Context: an optimization exercise on an open-source flow, tuned for small area and a short achievable clock period. The choices shown serve that exercise and are no tape-out recipe.
No activity file was given, so power comes from the tool's default toggle rates.

==> inputs of try-pepper <==
==> flow/design.v <==
package fifo_flags_pkg;
  localparam int DEFAULT_WIDTH = 8;
  localparam int DEFAULT_NUM   = 256;
  function automatic int cnt_bits(input int num);
    cnt_bits = $clog2(num + 1);
  endfunction
  function automatic int ptr_bits(input int num);
    ptr_bits = (num < 2) ? 1 : $clog2(num);
  endfunction
endpackage
module fifo_g_sel8 (
  input  logic [7:0] s,
  input  logic [7:0] d,
  output logic       y
);
  assign y = |(s & d);
endmodule
module fifo_g_nand4 (
  input  logic a, b, c, d,
  output logic y
);
  assign y = ~(a & b & c & d);
endmodule
module fifo_g_nor2 (
  input  logic a, b,
  output logic y
);
  assign y = ~(a | b);
endmodule
module fifo_g_nand2 (
  input  logic a, b,
  output logic y
);
  assign y = ~(a & b);
endmodule
module fifo_ptr_wrap (
  input  logic [255:0] sel,
  input  logic [255:0] d,
  output logic         yn
);
  logic [31:0] p;    
  logic [15:0] q;    
  logic [7:0]  r;    
  logic [3:0]  s;    
  logic [1:0]  t;    
  for (genvar i = 0; i < 32; i++) begin : g_p
    fifo_g_sel8 u (.s(sel[8*i +: 8]), .d(d[8*i +: 8]), .y(p[i]));
  end
  for (genvar i = 0; i < 16; i++) begin : g_q
    fifo_g_nor2 u (.a(p[2*i]), .b(p[2*i+1]), .y(q[i]));
  end
  for (genvar i = 0; i < 8; i++) begin : g_r
    fifo_g_nand2 u (.a(q[2*i]), .b(q[2*i+1]), .y(r[i]));
  end
  for (genvar i = 0; i < 4; i++) begin : g_s
    fifo_g_nor2 u (.a(r[2*i]), .b(r[2*i+1]), .y(s[i]));
  end
  for (genvar i = 0; i < 2; i++) begin : g_t
    fifo_g_nand2 u (.a(s[2*i]), .b(s[2*i+1]), .y(t[i]));
  end
  fifo_g_nor2 u_y (.a(t[0]), .b(t[1]), .y(yn));
endmodule
module fifo_flags #(
  parameter int WIDTH    = fifo_flags_pkg::DEFAULT_WIDTH,
  parameter int NUM      = fifo_flags_pkg::DEFAULT_NUM,
  parameter int AF_LEVEL = NUM - 4,
  parameter int AE_LEVEL = 4
) (
  input  logic                     clk,
  input  logic                     reset_n,
  input  logic [WIDTH-1:0]         write_data,
  input  logic                     write_strobe,
  input  logic                     read_strobe,
  output logic [WIDTH-1:0]         read_data,
  output logic                     data_available,
  output logic                     full,
  output logic                     almost_full,
  output logic                     almost_empty,
  output logic [fifo_flags_pkg::cnt_bits(NUM)-1:0] count,
  output logic                     overflow,
  output logic                     underflow,
  input  logic                     err_clear
);
  localparam int CW = fifo_flags_pkg::cnt_bits(NUM);
  localparam int PW = fifo_flags_pkg::ptr_bits(NUM);
  localparam int SD = NUM - 1;             
  localparam int HW = 1 << (PW / 2);       
  localparam int LW = 1 << (PW - PW / 2);  
  logic [WIDTH-1:0] sr [SD];
  logic [WIDTH-1:0] head;
  logic [WIDTH-1:0] pend;
  logic             pend_v;
  logic [HW-1:0]    ra_hi_n;
  logic [LW-1:0]    ra_lo_n;
  logic             sr_empty;    
  logic c_0, c_1, c_m1, c_le_ae_m1, c_ae, c_ae_p1, c_af_m1, c_af, c_ge_af_p1;
  assign c_0        = ~data_available;
  assign c_1        = data_available & sr_empty & ~pend_v;
  assign c_m1       = (count == CW'(NUM - 1));
  assign c_le_ae_m1 = (count <= CW'(AE_LEVEL - 1));
  assign c_ae       = (count == CW'(AE_LEVEL));
  assign c_ae_p1    = (count == CW'(AE_LEVEL + 1));
  assign c_af_m1    = (count == CW'(AF_LEVEL - 1));
  assign c_af       = (count == CW'(AF_LEVEL));
  assign c_ge_af_p1 = (count >= CW'(AF_LEVEL + 1));
  logic [CW-1:0] cnt_up, cnt_dn;
  always_comb begin
    logic all1, all0;
    all1 = 1'b1;
    all0 = 1'b1;
    for (int i = 0; i < CW; i++) begin
      cnt_up[i] = count[i] ^ all1;
      cnt_dn[i] = count[i] ^ all0;
      all1 = all1 & count[i];
      all0 = all0 & ~count[i];
    end
  end
  logic rd_acc, wr_acc, inc, dec;
  assign rd_acc = read_strobe & data_available;
  assign wr_acc = write_strobe & (~full | read_strobe);
  assign inc    = wr_acc & ~rd_acc;
  assign dec    = rd_acc & ~wr_acc;
  always_ff @(posedge clk) begin
    pend <= write_data;
    if (pend_v) begin
      sr[0] <= pend;
      for (int i = 1; i < SD; i++) sr[i] <= sr[i-1];
    end
  end
  logic [HW*LW-1:0] rsel;
  logic [WIDTH-1:0] sr_out;
  for (genvar i = 0; i < HW * LW; i++) begin : g_sel
    fifo_g_nor2 u_dec (.a(ra_hi_n[i / LW]), .b(ra_lo_n[i % LW]), .y(rsel[i]));
  end
  for (genvar b = 0; b < WIDTH; b++) begin : g_bit
    logic [HW*LW-1:0] d;
    logic             yn;
    for (genvar i = 0; i < HW * LW; i++) begin : g_ent
      if (i < SD) begin : g_used
        assign d[i] = sr[i][b];
      end else begin : g_unused
        assign d[i] = 1'b0;
      end
    end
    fifo_ptr_wrap u_rd (.sel(rsel), .d(d), .yn(yn));
    assign sr_out[b] = ~yn;
  end
  always_ff @(posedge clk) begin
    if ((c_0 & write_strobe) | (c_1 & read_strobe)) head <= write_data;
    else if (read_strobe & ~sr_empty)                head <= sr_out;
    else if (read_strobe & sr_empty & pend_v)        head <= pend;
  end
  assign read_data = head;
  always_ff @(posedge clk or negedge reset_n) begin
    if (!reset_n) begin
      pend_v   <= 1'b0;
      ra_hi_n  <= ~(HW'(1) << (HW - 1));
      ra_lo_n  <= ~(LW'(1) << (LW - 1));
      sr_empty <= 1'b1;
    end else begin
      pend_v <= write_strobe & data_available & (~full | read_strobe) & ~(read_strobe & c_1);
      if (pend_v & ~read_strobe) begin
        ra_lo_n  <= {ra_lo_n[LW-2:0], ra_lo_n[LW-1]};
        if (!ra_lo_n[LW-1]) ra_hi_n <= {ra_hi_n[HW-2:0], ra_hi_n[HW-1]};
        sr_empty <= 1'b0;
      end else if (~pend_v & read_strobe & ~sr_empty) begin
        ra_lo_n  <= {ra_lo_n[0], ra_lo_n[LW-1:1]};
        if (!ra_lo_n[0]) ra_hi_n <= {ra_hi_n[0], ra_hi_n[HW-1:1]};
        sr_empty <= ~ra_hi_n[0] & ~ra_lo_n[0];
      end
    end
  end
  always_ff @(posedge clk or negedge reset_n) begin
    if (!reset_n) begin
      count          <= '0;
      data_available <= 1'b0;
      full           <= 1'b0;
      almost_full    <= 1'b0;
      almost_empty   <= 1'b1;
    end else begin
      if (inc) count <= cnt_up;
      else if (dec) count <= cnt_dn;
      data_available <= ~(~write_strobe & (c_0 | (c_1 & read_strobe)));
      full           <= (full & ~dec) | (c_m1 & inc);
      almost_full    <= c_ge_af_p1 | (c_af & ~dec) | (c_af_m1 & inc);
      almost_empty   <= c_le_ae_m1 | (c_ae & ~inc) | (c_ae_p1 & dec);
    end
  end
  always_ff @(posedge clk or negedge reset_n) begin
    if (!reset_n) begin
      overflow  <= 1'b0;
      underflow <= 1'b0;
    end else if (err_clear) begin
      overflow  <= 1'b0;
      underflow <= 1'b0;
    end else begin
      if (write_strobe & ~wr_acc) overflow  <= 1'b1;
      if (read_strobe & ~rd_acc)  underflow <= 1'b1;
    end
  end
endmodule
==> flow/run.sh <==
#!/bin/bash
# synth_recipe.tcl (not shown) runs the flow's synth.tcl, then flattens the netlist and writes it again
# the make line also repeats each setting of config.mk as NAME=value (left out here)
make -C /OpenROAD-flow-scripts/flow DESIGN_CONFIG=/design/flow/config.mk WORK_HOME=/design/flow/orfs CLKGATE_MAP_FILE= SYNTH_SCRIPT=/design/flow/synth_recipe.tcl finish
==> flow/config.mk <==
export PLATFORM = sky130hd
export DESIGN_NAME = fifo_flags
export DESIGN_NICKNAME = fifo_flags
export VERILOG_FILES = /design/flow/design.v
export SDC_FILE = /design/flow/constraint.sdc
export NUM_CORES = 4
export LEC_CHECK = 0
export ABC_CLOCK_PERIOD_IN_PS = 2000
export CAP_MARGIN = 20
export CORE_MARGIN = 2
export CORE_UTILIZATION = 40
export CTS_CLUSTER_DIAMETER = 100
export CTS_CLUSTER_SIZE = 30
export SETUP_SLACK_MARGIN = 3.2
export SLEW_MARGIN = 20
export SYNTH_HIERARCHICAL = 1
export TNS_END_PERCENT = 5
==> flow/constraint.sdc <==
create_clock -name core_clock -period 5.5 [get_ports {clk}]
set_input_delay 1.1000 -clock core_clock [delete_from_list [all_inputs] [get_ports {clk}]]
set_output_delay 1.1000 -clock core_clock [all_outputs]
set_load 0.01 [all_outputs]
==> inputs of try-cedar, as changes to try-pepper <==
==> flow/design.v (replaced) <==
package fifo_flags_pkg;
  localparam int DEFAULT_WIDTH = 8;
  localparam int DEFAULT_NUM   = 256;
  function automatic int cnt_bits(input int num);
    cnt_bits = $clog2(num + 1);
  endfunction
  function automatic int ptr_bits(input int num);
    ptr_bits = (num < 2) ? 1 : $clog2(num);
  endfunction
endpackage
module fifo_ptr_wrap #(
  parameter int NUM = fifo_flags_pkg::DEFAULT_NUM
) (
  input  logic                     clk,
  input  logic                     reset_n,
  input  logic                     inc,
  output logic [fifo_flags_pkg::ptr_bits(NUM)-1:0] ptr
);
  localparam int            PW   = fifo_flags_pkg::ptr_bits(NUM);
  localparam logic [PW-1:0] LAST = PW'(NUM - 1);
  always_ff @(posedge clk or negedge reset_n) begin
    if (!reset_n) begin
      ptr <= '0;
    end else if (inc) begin
      ptr <= (ptr == LAST) ? '0 : ptr + PW'(1);
    end
  end
endmodule
module fifo_flags #(
  parameter int WIDTH    = fifo_flags_pkg::DEFAULT_WIDTH,
  parameter int NUM      = fifo_flags_pkg::DEFAULT_NUM,
  parameter int AF_LEVEL = NUM - 4,
  parameter int AE_LEVEL = 4
) (
  input  logic                     clk,
  input  logic                     reset_n,
  input  logic [WIDTH-1:0]         write_data,
  input  logic                     write_strobe,
  input  logic                     read_strobe,
  output logic [WIDTH-1:0]         read_data,
  output logic                     data_available,
  output logic                     full,
  output logic                     almost_full,
  output logic                     almost_empty,
  output logic [fifo_flags_pkg::cnt_bits(NUM)-1:0] count,
  output logic                     overflow,
  output logic                     underflow,
  input  logic                     err_clear
);
  localparam int CW = fifo_flags_pkg::cnt_bits(NUM);
  localparam int PW = fifo_flags_pkg::ptr_bits(NUM);
  localparam int SD = NUM - 1;   
  logic [WIDTH-1:0] sr [SD];
  logic [WIDTH-1:0] head;
  logic [WIDTH-1:0] pend;
  logic             pend_v;
  localparam int HW = 1 << (PW / 2);
  localparam int LW = 1 << (PW - PW / 2);
  logic [HW-1:0]    ra_hi;
  logic [LW-1:0]    ra_lo;
  logic             sr_empty;    
  logic c_0, c_1, c_full, c_m1, c_le_ae_m1, c_ae, c_ae_p1, c_af_m1, c_af, c_ge_af_p1;
  assign c_0        = ~data_available;
  assign c_1        = data_available & sr_empty & ~pend_v;
  assign c_full     = full;
  assign c_m1       = (count == CW'(NUM - 1));
  assign c_le_ae_m1 = (count <= CW'(AE_LEVEL - 1));
  assign c_ae       = (count == CW'(AE_LEVEL));
  assign c_ae_p1    = (count == CW'(AE_LEVEL + 1));
  assign c_af_m1    = (count == CW'(AF_LEVEL - 1));
  assign c_af       = (count == CW'(AF_LEVEL));
  assign c_ge_af_p1 = (count >= CW'(AF_LEVEL + 1));
  logic rd_acc, wr_acc, inc, dec;
  assign rd_acc = read_strobe & data_available;
  assign wr_acc = write_strobe & (~full | read_strobe);
  assign inc    = wr_acc & ~rd_acc;
  assign dec    = rd_acc & ~wr_acc;
  always_ff @(posedge clk) begin
    pend <= write_data;
    if (pend_v) begin
      sr[0] <= pend;
      for (int i = 1; i < SD; i++) sr[i] <= sr[i-1];
    end
  end
  logic [SD-1:0]    rsel;
  logic [WIDTH-1:0] sr_out;
  always_comb begin
    for (int i = 0; i < SD; i++) rsel[i] = ra_hi[i / LW] & ra_lo[i % LW];
    sr_out = '0;
    for (int i = 0; i < SD; i++) sr_out = sr_out | (sr[i] & {WIDTH{rsel[i]}});
  end
  always_ff @(posedge clk) begin
    if ((c_0 & write_strobe) | (c_1 & read_strobe)) head <= write_data;
    else if (read_strobe & ~sr_empty)                head <= sr_out;
    else if (read_strobe & sr_empty & pend_v)        head <= pend;
  end
  assign read_data = head;
  always_ff @(posedge clk or negedge reset_n) begin
    if (!reset_n) begin
      pend_v   <= 1'b0;
      ra_hi    <= HW'(1) << (HW - 1);
      ra_lo    <= LW'(1) << (LW - 1);
      sr_empty <= 1'b1;
    end else begin
      pend_v <= write_strobe & data_available & (~full | read_strobe) & ~(read_strobe & c_1);
      if (pend_v & ~read_strobe) begin
        ra_lo    <= {ra_lo[LW-2:0], ra_lo[LW-1]};
        if (ra_lo[LW-1]) ra_hi <= {ra_hi[HW-2:0], ra_hi[HW-1]};
        sr_empty <= 1'b0;
      end else if (~pend_v & read_strobe & ~sr_empty) begin
        ra_lo    <= {ra_lo[0], ra_lo[LW-1:1]};
        if (ra_lo[0]) ra_hi <= {ra_hi[0], ra_hi[HW-1:1]};
        sr_empty <= ra_hi[0] & ra_lo[0];
      end
    end
  end
  always_ff @(posedge clk or negedge reset_n) begin
    if (!reset_n) begin
      count          <= '0;
      data_available <= 1'b0;
      full           <= 1'b0;
      almost_full    <= 1'b0;
      almost_empty   <= 1'b1;
    end else begin
      if (inc) count <= count + CW'(1);
      else if (dec) count <= count - CW'(1);
      data_available <= ~(~write_strobe & (c_0 | (c_1 & read_strobe)));
      full           <= (c_full & ~dec) | (c_m1 & inc);
      almost_full    <= c_ge_af_p1 | (c_af & ~dec) | (c_af_m1 & inc);
      almost_empty   <= c_le_ae_m1 | (c_ae & ~inc) | (c_ae_p1 & dec);
    end
  end
  always_ff @(posedge clk or negedge reset_n) begin
    if (!reset_n) begin
      overflow  <= 1'b0;
      underflow <= 1'b0;
    end else if (err_clear) begin
      overflow  <= 1'b0;
      underflow <= 1'b0;
    end else begin
      if (write_strobe & ~wr_acc) overflow  <= 1'b1;
      if (read_strobe & ~rd_acc)  underflow <= 1'b1;
    end
  end
endmodule
Settings changed: CTS_CLUSTER_DIAMETER 100 to default, CTS_CLUSTER_SIZE 30 to default, SETUP_SLACK_MARGIN 3.2 to 3.5, SYNTH_HIERARCHICAL 1 to default, TNS_END_PERCENT 5 to default.
==> run summary <==
quantity                                                        try-pepper                                try-cedar
Average via count per standard cell                                   5.83                                     7.10
WL/cell                                                            25.4 µm                                  41.2 µm
Result of the run                                 timing/DRC/antenna clean                 timing/DRC/antenna clean
Antenna diode count                                                      0                                       18
Adder-cell share of the synthesized area                           0.0332%                                   0.168%
Final Core Density                                                   45.5%                                    48.2%
Signal arrival time at the worst endpoint                          3180 ps                                  3690 ps
Non-clock buffering overhead                                         3.31%                                    6.50%
Combinational share of power                                         21.1%                                    23.0%
Final critical-path share of the clock period                        49.3%                                    56.4%
Multi-input combinational cell area                              13900 µm²                                15300 µm²
Post-CTS setup buffer count                                            120                                      206
Met2 Track Usage GR                                                  26.9%                                    42.2%
Inverter count                                                           6                                       36
Number of vias in the routed layout                                  40524                                    55904
Power consumed by combinational cells                              7.11 mW                                  10.3 mW
Clock buffer instance count of the final layout                        114                                      268
Post-layout worst setup margin                                     2790 ps                                  2400 ps
Antenna violations before repair                                         2                                       20
Crit path max-delay cell type                     sky130_fd_sc_hd__dfstp_4                 sky130_fd_sc_hd__dfrtp_4
Wirelength, routed                                               176000 µm                                324000 µm
Reg-to-reg startpoint                                          ra_lo_n[13]                                 ra_hi[8]
Post-synthesis mux area share                                       0.252%                                   0.179%
Clock-pin slew on the worst setup and hold paths                    120 ps                                    70 ps
Path category of the worst min-delay check          flip-flop to flip-flop  input pin to asynchronous set/reset pin
Post-layout minimum cycle time                                     2710 ps                                  3100 ps
No run of this note included a check of the RTL's function; only the layout flow was run.

## afterwards: timing with drivers on the ports
No port has a modelled driver above. Below, the same layouts with a new extraction and two added sets of constraints.
Step 1 (the two cells are an assumption about what drives the block):
set clk [get_ports {clk}]
set_driving_cell -lib_cell sky130_fd_sc_hd__clkbuf_16 $clk
set_driving_cell -lib_cell sky130_fd_sc_hd__buf_2 [delete_from_list [all_inputs] $clk]
Step 2 times the ports against the registers' clock, not the clock port: input delays grow and output delays shrink by t, the midpoint of the rising clock arrivals with the driver on.
Slacks: ideal / step 1 / step 2; pairs: ideal / step 1.
| run | t, ns | setup WS [ns] | worst setup path at the end | clock arrival spread, ns | slew at the worst register clock pin (ns) |
|---|---|---|---|---|---|
| try-pepper | 0.806 | 2.790 / 2.782 / 2.490 | input to register | 0.044 / 0.044 | 0.12 / 0.12 |
| try-cedar | 0.943 | 2.396 / 2.396 / 2.145 | input to register | 0.052 / 0.052 | 0.07 / 0.07 |
After both steps setup and hold are still met in every run listed. The setup slack of try-pepper, which loses most, moves by -0.008 ns with the drivers and by -0.300 ns with both steps.
